Context: an optimization exercise on an open-source flow, tuned for small area and a short achievable clock period. The choices shown serve that exercise and are no tape-out recipe. Only simulation tests tie the RTL to the original design; equivalence was not proved.

// servo_frontend
module servo_frontend (
	input  logic         clk1,
	input  logic         i_rst_n,
	input  logic [127:0] i_cfg,
	input  logic [32:0]  i_adc,
	input  logic [24:0]  i_dac,
	output logic [3:0]   o_afe,
	output logic [72:0]  o_filt,
	output logic [2:0]   o_spi,
	output logic         o_ldac_n,
	output logic         o_dac_credit
);
Size: roughly 270 I/O pins.
clock: 11.5 ns
lec_check: 0
abc_area: 0
cap_margin: 20
core_margin: 2
core_utilization: 40
cts_buf_list: sky130_fd_sc_hd__clkbuf_4
slew_margin: 20
synth_hierarchical: 1
synth_minimum_keep_size: 0
standard.sh (not shown) runs the stock make flow with config.mk's settings and CLKGATE_MAP_FILE= SYNTH_SCRIPT=/design/flow/synth_recipe.tcl, a recipe that flattens the netlist after the stock synthesis.
==> flow/flow/run.sh <==
#!/bin/bash
# Standard layout (the standard.sh, standard synthesis unchanged), with
# - a tighter setup target for ORFS's timing repair (repair_timing
#   -setup_margin); the clock period and constraints stay the standard flow's,
# - every input and output port buffered with a buf_1 instead of the
#   larger cell buffer_ports picks by itself.
set -euo pipefail
export SETUP_SLACK_MARGIN=6.42
export BUFFER_PORTS_ARGS="-buffer_cell sky130_fd_sc_hd__buf_1"
bash standard.sh finish > standard.log 2>&1
==> next run, changes <==
--- a/flow/flow/run.sh
+++ b/flow/flow/run.sh
@@ -7,3 +7,3 @@
 set -euo pipefail
-export SETUP_SLACK_MARGIN=6.42
+export SETUP_SLACK_MARGIN=6.35
 export BUFFER_PORTS_ARGS="-buffer_cell sky130_fd_sc_hd__buf_1"
Effect: Setup slack gets worse by 0.052 ns; clock skew fell by 0.0031 ns.

========
Starting RTL as in the previous note.
## servo_frontend
module servo_frontend (
	input  logic         clk1,
	input  logic         i_rst_n,
	input  logic [127:0] i_cfg,
	input  logic [32:0]  i_adc,
	input  logic [24:0]  i_dac,
	output logic [3:0]   o_afe,
	output logic [72:0]  o_filt,
	output logic [2:0]   o_spi,
	output logic         o_ldac_n,
	output logic         o_dac_credit
);
	logic [config_pkg::CFG_W-1:0] cfg_q;
	config_capture u_config_capture (
		.clk1    (clk1),
		.i_rst_n (i_rst_n),
		.i_cfg   (i_cfg),
		.o_cfg   (cfg_q),
		.o_afe   (o_afe)
	);
	adc_path u_adc_path (
		.clk1    (clk1),
		.i_rst_n (i_rst_n),
		.i_cfg_raw (i_cfg),
		.i_cfg   (cfg_q),
		.i_adc   (i_adc),
		.o_filt  (o_filt)
	);
	dac_spi_serializer u_dac_spi_serializer (
		.clk1     (clk1),
		.i_rst_n  (i_rst_n),
		.i_dac    (i_dac),
		.o_credit (o_dac_credit),
		.o_spi    (o_spi),
		.o_ldac_n (o_ldac_n)
	);
endmodule
==> flow/config.mk <==
export PLATFORM = sky130hd
export DESIGN_NAME = servo_frontend
export DESIGN_NICKNAME = servo_frontend
export VERILOG_FILES = /design/flow/design.v
export SDC_FILE = /design/flow/constraint.sdc
export NUM_CORES = 4
export LEC_CHECK = 0
export ABC_AREA = 0
export CAP_MARGIN = 20
export CORE_MARGIN = 2
export CORE_UTILIZATION = 40
export CTS_BUF_LIST = sky130_fd_sc_hd__clkbuf_8
export SLEW_MARGIN = 20
export SYNTH_HIERARCHICAL = 1
export SYNTH_MINIMUM_KEEP_SIZE = 0
==> flow/constraint.sdc <==
create_clock -name core_clock -period 11.5 [get_ports {clk1}]
set_input_delay 2.3000 -clock core_clock [delete_from_list [all_inputs] [get_ports {clk1}]]
set_output_delay 2.3000 -clock core_clock [all_outputs]
set_load 0.01 [all_outputs]
==> flow/flow/run.sh <==
#!/bin/bash
# Standard layout (the standard.sh, standard synthesis unchanged), with
# - a tighter setup target for ORFS's timing repair (repair_timing
#   -setup_margin); the clock period and constraints stay the standard flow's,
# - every input and output port buffered with a buf_1 instead of the
#   larger cell buffer_ports picks by itself.
set -euo pipefail
export SETUP_SLACK_MARGIN=6.35
export BUFFER_PORTS_ARGS="-buffer_cell sky130_fd_sc_hd__buf_1"
bash standard.sh finish > standard.log 2>&1
The first run passed the timing, DRC and antenna checks.
Edit:
--- a/flow/flow/run.sh
+++ b/flow/flow/run.sh
@@ -7,3 +7,3 @@
 set -euo pipefail
-export SETUP_SLACK_MARGIN=6.35
+export SETUP_SLACK_MARGIN=6.42
 export BUFFER_PORTS_ARGS="-buffer_cell sky130_fd_sc_hd__buf_1"
Effect: Synthesized cell count does not change. Area after synthesis does not change. Die area does not change. Clock skew barely changes. Design area climbs by 0.81%. Maximum frequency climbs by 1.4%. Final cell count stays flat. Routed wire length climbs by 0.63%. Sequential share of layout area drops by 0.15 points.

## separate check: timing with driven ports
No port has a modelled driver above. Below, the same layouts with a new extraction and two added sets of constraints. Step 1 sets driving cells, clkbuf_16 on the clock port and buf_2 on the other inputs (assumed; they add their load-dependent delay and slew). Step 2 adds t to the input delays and takes it off the output delays; t is the mean of the earliest and latest rising clock arrival at the registers after step 1. Input paths then give back, and output paths get back, about the clock's delay inside the block. Three values: ideal, step 1, step 2; two values: the first two.
run	shift t [ns]	setup slack, ns	hold slack, ns	latest minus earliest clock arrival (ns)	slew at the worst register clock pin (ns)
the first run of note 1	1.219	6.449 / 6.449 / 5.721	0.376 / 0.376 / 0.376	0.111 / 0.111	0.08 / 0.08
the second run of note 1	1.201	6.398 / 6.398 / 5.744	0.372 / 0.372 / 0.372	0.116 / 0.116	0.08 / 0.08
the first run of note 2	0.925	6.432 / 6.432 / 5.736	0.378 / 0.378 / 0.378	0.057 / 0.057	0.07 / 0.07
the second run of note 2	0.924	6.502 / 6.502 / 5.746	0.379 / 0.379 / 0.379	0.055 / 0.054	0.07 / 0.07
After both steps setup and hold are still met in every run listed. The setup slack of the second run of note 2, which loses most, moves by 0.000 ns with the drivers and by -0.756 ns with both steps.
